This is an optimization exercise on Yosys and OpenROAD, whose aim is small area, a short achievable clock period and few clock cycles per item, not a production implementation.
Function was checked by simulation only, so behaviour that the tests miss may differ from the original.
Power is estimated from default activity; no workload was simulated.

## run A
==> flow/design.v (excerpt) <==
module multiword_add_sequencer (
  input  logic         clk,
  input  logic         rst,
  input  logic         in_valid,
  output logic         in_ready,
  input  logic [255:0] a,
  input  logic [255:0] b,
  input  logic         cin,
  input  logic         sub,
  output logic         out_valid,
  input  logic         out_ready,
  output logic [255:0] sum,
  output logic         cout
);
clock: 6.5 ns
lec_check: 0
abc_area: 1
cap_margin: 20
core_margin: 2
core_utilization: 43
cts_buf_list: sky130_fd_sc_hd__clkbuf_8
cts_cluster_diameter: 100
cts_cluster_size: 12
place_density: 0.8
setup_slack_margin: 2.8
slew_margin: 20
standard.sh (not shown) runs the stock make flow with config.mk's settings and CLKGATE_MAP_FILE= SYNTH_SCRIPT=/design/flow/synth_recipe.tcl, a recipe that flattens the netlist after the stock synthesis.
==> flow/flow/run.sh <==
#!/bin/bash
# The standard layout (standard.sh) with two changes:
#  - every port is buffered by the smallest buffer cell instead of the one
#    buffer_ports picks by default;
#  - after the standard synthesis, polfix.py re-chooses the polarity of the
#    full-adder groups so that fewer inverters are needed (combinational
#    cells only; registers untouched), then the layout continues from it.
set -euo pipefail
export BUFFER_PORTS_ARGS="-buffer_cell sky130_fd_sc_hd__buf_1"
R=$PWD/orfs/results/sky130hd/multiword_add_sequencer/base
bash standard.sh "$R/1_2_yosys.v" > synth.log 2>&1
cp "$R/1_2_yosys.v" "$R/1_2_yosys.standard.v"
python3 flow/polfix.py "$R/1_2_yosys.standard.v" "$R/1_2_yosys.v" > polfix.log 2>&1
bash standard.sh > layout.log 2>&1
Other scripts of this flow, unchanged in this note and not shown: flow/flow/polfix.py
Testbench counts of run A, summed over its fixed seeds: cycles 1,608, items 1,600.
What run B does differently from run A at the input level:
- swapping 43 for 40 in CORE_UTILIZATION
==> flow/flow/run.sh <==
#!/bin/bash
# The standard layout (standard.sh) with three changes:
#  - synthesis maps the logic after the result register (the cone of s0_q
#    and bc_q) with the ABC script in flow/abc_post.script, on its own, and
#    the rest with ORFS's abc_area.script (the rest of the synthesis is
#    ORFS's, registers included);
#  - after synthesis, polfix.py re-chooses the polarity of the full-adder
#    groups so that fewer inverters are needed (combinational cells only;
#    registers untouched);
#  - every port is buffered by the smallest buffer cell instead of the one
#    buffer_ports picks by default.
set -euo pipefail
export BUFFER_PORTS_ARGS="-buffer_cell sky130_fd_sc_hd__buf_1"
R=$PWD/orfs/results/sky130hd/multiword_add_sequencer/base
rm -rf "$PWD/scripts"
cp -r "$FLOW_HOME/scripts" "$PWD/scripts"
cp flow/abc_post.script "$PWD/scripts/abc_post.script"
python3 - "$PWD/scripts/synth.tcl" <<'PY'
import sys
f = sys.argv[1]
s = open(f).read()
old = '  log_cmd abc {*}$abc_args\n'
assert s.count(old) == 1
s = s.replace(old, '''  set post_args [lreplace $abc_args 1 1 $::env(SCRIPTS_DIR)/abc_post.script]
  log_cmd abc {*}$post_args w:s0_q w:bc_q %u %co* {t:$_*} %i
  log_cmd abc {*}$abc_args {t:$_*}
''')
open(f, 'w').write(s)
PY
SCRIPTS_DIR="$PWD/scripts" bash standard.sh "$R/1_2_yosys.v" > synth.log 2>&1
cp "$R/1_2_yosys.v" "$R/1_2_yosys.abc.v"
python3 flow/polfix.py "$R/1_2_yosys.abc.v" "$R/1_2_yosys.v" > polfix.log 2>&1
bash standard.sh > layout.log 2>&1
==> flow/flow/abc_post.script (new file) <==
strash
balance
map -a
### Flow results
Run B ended with every stage complete and zero timing, DRC or antenna violations. Run B vs run A on power share of the combinational group: run B is the lower one. Buffer share of cell area down 0.49 points in run B wrt run A. Global router's overall resource usage down 1.5 points in run B wrt run A. Routed wire length: run B vs run A up 4.4%. Compared with run A, run B supports a higher clock frequency.
## Diff of input files: run C against run B
- PLACE_DENSITY changed from 0.8 to 0.7
==> flow/flow/run.sh <==
#!/bin/bash
# The standard layout (standard.sh) with two changes:
#  - every port is buffered by the smallest buffer cell instead of the one
#    buffer_ports picks by default;
#  - after the standard synthesis, polfix.py re-chooses the polarity of the
#    full-adder groups so that fewer inverters are needed (combinational
#    cells only; registers untouched), then the layout continues from it.
set -euo pipefail
export BUFFER_PORTS_ARGS="-buffer_cell sky130_fd_sc_hd__buf_1"
R=$PWD/orfs/results/sky130hd/multiword_add_sequencer/base
bash standard.sh "$R/1_2_yosys.v" > synth.log 2>&1
cp "$R/1_2_yosys.v" "$R/1_2_yosys.standard.v"
python3 flow/polfix.py "$R/1_2_yosys.standard.v" "$R/1_2_yosys.v" > polfix.log 2>&1
bash standard.sh > layout.log 2>&1
removed: flow/flow/abc_post.script
Results
- Run B → run C: standard-cell row count shrank by 1.1%; switching share of power shrank by 1.3 points; number of signal-net inverters in the final layout grew by 24%; global-route total usage across every layer held steady.
- Across both runs, number of diodes added for antenna fixing was lower for run C than for run B.
- Number of non-clock buffers in the layout (run C vs. run B) increases by a few percent
- Compared with run B, run C improves wire length.
[inputs] run D vs run C
- TNS_END_PERCENT newly set to 5
- PLACE_DENSITY changed from 0.7 to 0.8
Notes after the runs:
- Taking run C as the reference, in run D clock network latency to the later pin of the worst-skew pair fell by 0.02 ns; area growth from synthesis to final layout fell by 1.6 points; peak per-stage delay on the critical path stayed essentially flat; combinational power stayed essentially flat.
- Between run D and run C, the routed wire length on met2 is lower for run C.
- Internal power consumption (run D vs. run C) decreases slightly
- Run C has a higher area of the multi-input gates than run D.
- Summary: with run C as the reference, final area in run D moved down slightly.
- For power, run D and run C come out practically identical.
- Final non-filler cell total for run D is lower than for run C.
- On share of cells above drive strength 1: run D sits below run C.
- Start point of the critical path: bc_q[12]$_DFFE_PP_ -> run C, s0_q[64]$_DFFE_PP_ -> run D
The inputs of run E differ from those of run D as listed below.
- TNS_END_PERCENT now 30, was 5
Findings:
Cell count: run D vs run E, no meaningful difference
Status | run E and run D | clean
Looking at max-slew headroom at the worst pin across run E and run D, the one that comes out lower is run D.
Net count reported at finish delta (run E -> run D): insignificant
There was hardly any difference in worst setup skew after layout between run D and run E.
Any difference in ratio of final minimum period to clock period between run D and run E is small enough to ignore.

---

Setup of T:
multiword_add_sequencer, a different RTL version from the one above (not shown whole).
For scale: ~780 I/O pins, about 25,000 µm² of cells after synthesis.
clock: 6.5 ns
lec_check: 0
abc_area: 1
cap_margin: 20
core_margin: 2
core_utilization: 40
setup_slack_margin: 2.8
slew_margin: 20
==> flow/flow/run.sh <==
#!/bin/bash
# The standard layout (standard.sh), with every port buffered by the
# smallest buffer cell instead of the one buffer_ports picks by default.
set -euo pipefail
export BUFFER_PORTS_ARGS="-buffer_cell sky130_fd_sc_hd__buf_1"
bash standard.sh > standard.log 2>&1
The flow did not stop early for T: all stages ran, and the layout cleared the timing, design-rule and antenna checks.
Testbench counts of T, summed over its fixed seeds: cycles 1,608, items 1,600.
#### Input delta (P over T)
-- flow/config.mk --
<<< T, line 12
export SETUP_SLACK_MARGIN = 2.8
>>> P, line 12
export SETUP_SLACK_MARGIN = 3.2
==> comparison <==
- On final clock skew, P tracks T almost exactly.
- Minimum clock period sits lower in P than in T.
- Changes observed in P relative to T: sequential portion of the cell area went down by 2.8 points; number of unique standard cell types used by synthesis was more or less identical; least setup slack across all paths after layout went up by 0.13 ns; final cell count went up by about 4.4%; first-pass GRT wire length went up by 9100 µm.
- Against T, P comes in about 7% higher on total power consumption of the routed design.

---

Starting RTL as in the previous note.
export LEC_CHECK = 0
export ABC_AREA = 1
export CAP_MARGIN = 20
export CORE_MARGIN = 2
export CORE_UTILIZATION = 60
export CTS_BUF_LIST = sky130_fd_sc_hd__clkbuf_8
export SETUP_SLACK_MARGIN = 3.2
export SLEW_MARGIN = 20
create_clock -name core_clock -period 6.5 [get_ports {clk}]
Scripts as last shown in full above: flow/flow/run.sh
The first run died in I/O pin placement on PPL-0024.
Testbench counts at the start, summed over its fixed seeds: cycles 1,608, items 1,600.
==> next run, changes <==
- CORE_UTILIZATION: 60 -> 40
- SETUP_SLACK_MARGIN: 3.2 -> 3.0
=> With this change the flow passed the timing, design-rule and antenna checks. Area after synthesis stays the same. Synthesized cell count is unchanged.
==> next run, changes <==
- CTS_BUF_LIST: sky130_fd_sc_hd__clkbuf_8 -> not set
- SETUP_SLACK_MARGIN: 3.0 -> 2.5
What happened: The changed run went through all stages and came out clean; count of clock-buffer cells in the layout fell by 10; clock skew fell by 0.017 ns; sequential share of layout area rose by 1.4 points; critical path depth rose by 7; die area is unchanged; worst hold slack gets better by 0.096 ns; register-to-register slack gets better by 0.77 ns; design area fell by about 5%.
==> next run, changes <==
- CTS_BUF_LIST: not set -> sky130_fd_sc_hd__clkbuf_8
- SETUP_SLACK_MARGIN: 2.5 -> 3.2
Clock-buffer cell count is higher by 9. Non-clock buffer count went up by 258. Utilization grows by 6.9 points. Power rises by a few percent. Maximum frequency rises by a little under a tenth. Worst setup slack improves by 0.25 ns.
==> next run, changes <==
- ABC_AREA: 1 -> not set
- CTS_BUF_LIST: sky130_fd_sc_hd__clkbuf_8 -> not set
Effect: Worst hold slack improves by 0.068 ns; die area decreases by a few percent; design area decreases by a few percent; clock power increases by a quarter to a third; cell count decreases by roughly a tenth; worst setup slack degrades by 1.1 ns; via count decreases by a few percent.

---

== build 38 ==
multiword_add_sequencer again, from the RTL that the note above started with.
Settings: LEC_CHECK=0, ABC_AREA=1, CAP_MARGIN=20, CORE_MARGIN=2, CORE_UTILIZATION=40, CTS_BUF_LIST=sky130_fd_sc_hd__clkbuf_4 sky130_fd_sc_hd__clkbuf_8, CTS_CLUSTER_DIAMETER=100, CTS_CLUSTER_SIZE=12, PLACE_DENSITY=0.8, SETUP_SLACK_MARGIN=2.8, SLEW_MARGIN=20; clock period 6.5 ns.
==> flow/flow/run.sh <==
#!/bin/bash
# The standard layout (standard.sh) with two changes:
#  - every port is buffered by the smallest buffer cell instead of the one
#    buffer_ports picks by default;
#  - after the standard synthesis, polfix.py re-chooses the polarity of the
#    full-adder groups so that fewer inverters are needed (combinational
#    cells only; registers untouched), then the layout continues from it.
set -euo pipefail
export BUFFER_PORTS_ARGS="-buffer_cell sky130_fd_sc_hd__buf_1"
R=$PWD/orfs/results/sky130hd/multiword_add_sequencer/base
bash standard.sh "$R/1_2_yosys.v" > synth.log 2>&1
cp "$R/1_2_yosys.v" "$R/1_2_yosys.standard.v"
python3 flow/polfix.py "$R/1_2_yosys.standard.v" "$R/1_2_yosys.v" > polfix.log 2>&1
bash standard.sh > layout.log 2>&1
Other scripts of this flow, unchanged in this note and not shown: flow/flow/polfix.py
Testbench counts of build 38, summed over its fixed seeds: cycles 1,608, items 1,600.
> inputs changed (build 38 -> build 53)
Settings: swapping sky130_fd_sc_hd__clkbuf_4 sky130_fd_sc_hd__clkbuf_8 for sky130_fd_sc_hd__clkbuf_8 in CTS_BUF_LIST.
==> flow/flow/run.sh <==
#!/bin/bash
# The standard layout (standard.sh) with three changes:
#  - synthesis maps the logic with the ABC script in flow/abc.script (in
#    place of ORFS's abc_area.script; the rest of the synthesis is ORFS's);
#  - after synthesis, polfix.py re-chooses the polarity of the full-adder
#    groups so that fewer inverters are needed (combinational cells only;
#    registers untouched);
#  - every port is buffered by the smallest buffer cell instead of the one
#    buffer_ports picks by default.
set -euo pipefail
export BUFFER_PORTS_ARGS="-buffer_cell sky130_fd_sc_hd__buf_1"
R=$PWD/orfs/results/sky130hd/multiword_add_sequencer/base
rm -rf "$PWD/scripts"
cp -r "$FLOW_HOME/scripts" "$PWD/scripts"
cp flow/abc.script "$PWD/scripts/abc_area.script"
SCRIPTS_DIR="$PWD/scripts" bash standard.sh "$R/1_2_yosys.v" > synth.log 2>&1
cp "$R/1_2_yosys.v" "$R/1_2_yosys.abc.v"
python3 flow/polfix.py "$R/1_2_yosys.abc.v" "$R/1_2_yosys.v" > polfix.log 2>&1
bash standard.sh > layout.log 2>&1
==> flow/flow/abc.script (new file) <==
strash
&get -n
&st
&dch
&nf
&put
topo
stime -c
buffer -c
upsize -c
dnsize -c
[summary]
- Max final cell count across build 38 and build 53: build 38
- Build 53 reports a higher synthesis-to-finish area growth than build 38 does.
- Build 38 → build 53: cell count after synthesis dropped 335; total power moved down; total net switching power dropped 2.2%.
- Build 38 vs build 53, capturing element of the worst setup path: sum[183] vs bc_q[19]
- When build 53 is measured against build 38, its setup slack of the most critical reg-to-reg path turns out 0.02 ns higher.
- Compared with build 38, in build 53 number of non-clock buffers higher, number of iterations in the first detailed-routing pass lower, share of final-layout standard cells stronger than drive strength 1 lower, fraction of power consumed by combinational cells lower.
- Build 53 falls short of build 38 in worst hold slack across all endpoints.
Input-level comparison between build 32 and build 53:
==> flow/flow/abc.script <==
strash
dch
map
topo
stime -c
buffer -c
upsize -c
dnsize -c
Build 53 reports its last element of the critical path as bc_q[19] while build 32 reports bc_q[14].
Compared with build 53, build 32 shows a higher cell area.
Relative to build 53, combined area of the multi-input logic cells has increased by 0.98% in build 32.
Transition time at the pin with the least slew margin in build 32 is 0.021 ns above build 53.
Worst setup slack on build 32 is ahead of build 53.
Final critical-path share of the clock period | build 32 below build 53
Cmp build 53 and build 32 / sequential power / higher: build 53
For build 66, these inputs were changed with respect to build 32:
Settings: changing SLEW_MARGIN from 20 to 5; changing CAP_MARGIN from 20 to 5.
==> flow/flow/run.sh <==
#!/bin/bash
# The standard layout (standard.sh) with two changes:
#  - every port is buffered by the smallest buffer cell instead of the one
#    buffer_ports picks by default;
#  - after the standard synthesis, polfix.py re-chooses the polarity of the
#    full-adder groups so that fewer inverters are needed (combinational
#    cells only; registers untouched), then the layout continues from it.
set -euo pipefail
export BUFFER_PORTS_ARGS="-buffer_cell sky130_fd_sc_hd__buf_1"
R=$PWD/orfs/results/sky130hd/multiword_add_sequencer/base
bash standard.sh "$R/1_2_yosys.v" > synth.log 2>&1
cp "$R/1_2_yosys.v" "$R/1_2_yosys.standard.v"
python3 flow/polfix.py "$R/1_2_yosys.standard.v" "$R/1_2_yosys.v" > polfix.log 2>&1
bash standard.sh > layout.log 2>&1
removed: flow/flow/abc.script
- Synthesized area for build 66: about 0.37% up relative to build 32
- Re number of post-CTS setup repair buffers: build 66 is 2 up on build 32.
- ~same DRC violation count after routing in build 66 and build 32
- Between build 66 and build 32, the cell area after placement does not differ in any meaningful way.
- Build 32 -> build 66: final wirelength decreased by a few percent
- Per the comparison of build 66 with build 32, total power stayed essentially flat, sum of net half-perimeters after detailed placement fell by 2.8%.

static timing again, ports no longer ideal:
The flow's constraints put no driver on any port. The routed layouts listed below were extracted and timed again, unchanged, in two steps. Step 1: set_driving_cell puts a clkbuf_16 on clk and a buf_2 on each other input, an assumption about the parent block. Step 2 adds t to the input delays and takes it off the output delays; t is the mean of the earliest and latest rising clock arrival at the registers after step 1. Input paths then give back, and output paths get back, about the clock's delay inside the block. a / b / c = ideal ports / drivers / drivers and shift; a / b = the first two.
run | shift t [ns] | setup WS [ns] | slew at the worst register clock pin (ns) | worst slew at a driven data input, ns | cell pins on the clock port's net
run A | 0.673 | 2.903 / 2.851 / 2.219 | 0.10 / 0.10 | 0.19 | 1
run B | 0.730 | 2.939 / 2.804 / 2.074 | 0.10 / 0.10 | 0.19 | 1
run C | 0.704 | 2.867 / 2.809 / 2.117 | 0.10 / 0.10 | 0.22 | 1
run D | 0.677 | 2.804 / 2.750 / 2.091 | 0.10 / 0.10 | 0.16 | 1
run E | 0.681 | 2.797 / 2.742 / 2.151 | 0.10 / 0.10 | 0.16 | 1
T | 0.600 | 2.933 / 2.881 / 2.321 | 0.06 / 0.06 | 0.14 | 1
P | 0.605 | 3.063 / 2.980 / 2.375 | 0.06 / 0.06 | 0.22 | 1
the second run of note 3 | 0.699 | 2.995 / 2.933 / 2.240 | 0.06 / 0.06 | 0.24 | 1
the third run of note 3 | 0.598 | 2.810 / 2.806 / 2.208 | 0.06 / 0.06 | 0.20 | 1
the fourth run of note 3 | 0.697 | 3.058 / 3.002 / 2.367 | 0.07 / 0.07 | 0.23 | 1
the fifth run of note 3 | 0.615 | 2.007 / 1.924 / 1.309 | 0.06 / 0.06 | 0.19 | 1
build 38 | 0.681 | 2.884 / 2.805 / 2.124 | 0.10 / 0.10 | 0.23 | 1
build 53 | 0.675 | 2.382 / 2.347 / 1.672 | 0.11 / 0.11 | 0.15 | 1
build 32 | 0.694 | 2.895 / 2.841 / 2.150 | 0.10 / 0.10 | 0.17 | 1
build 66 | 0.677 | 2.905 / 2.809 / 2.132 | 0.10 / 0.10 | 0.26 | 1
After both steps every run listed still meets setup and hold. For run B, which loses most, drivers alone change the setup slack by -0.135 ns; drivers and shift together by -0.865 ns.
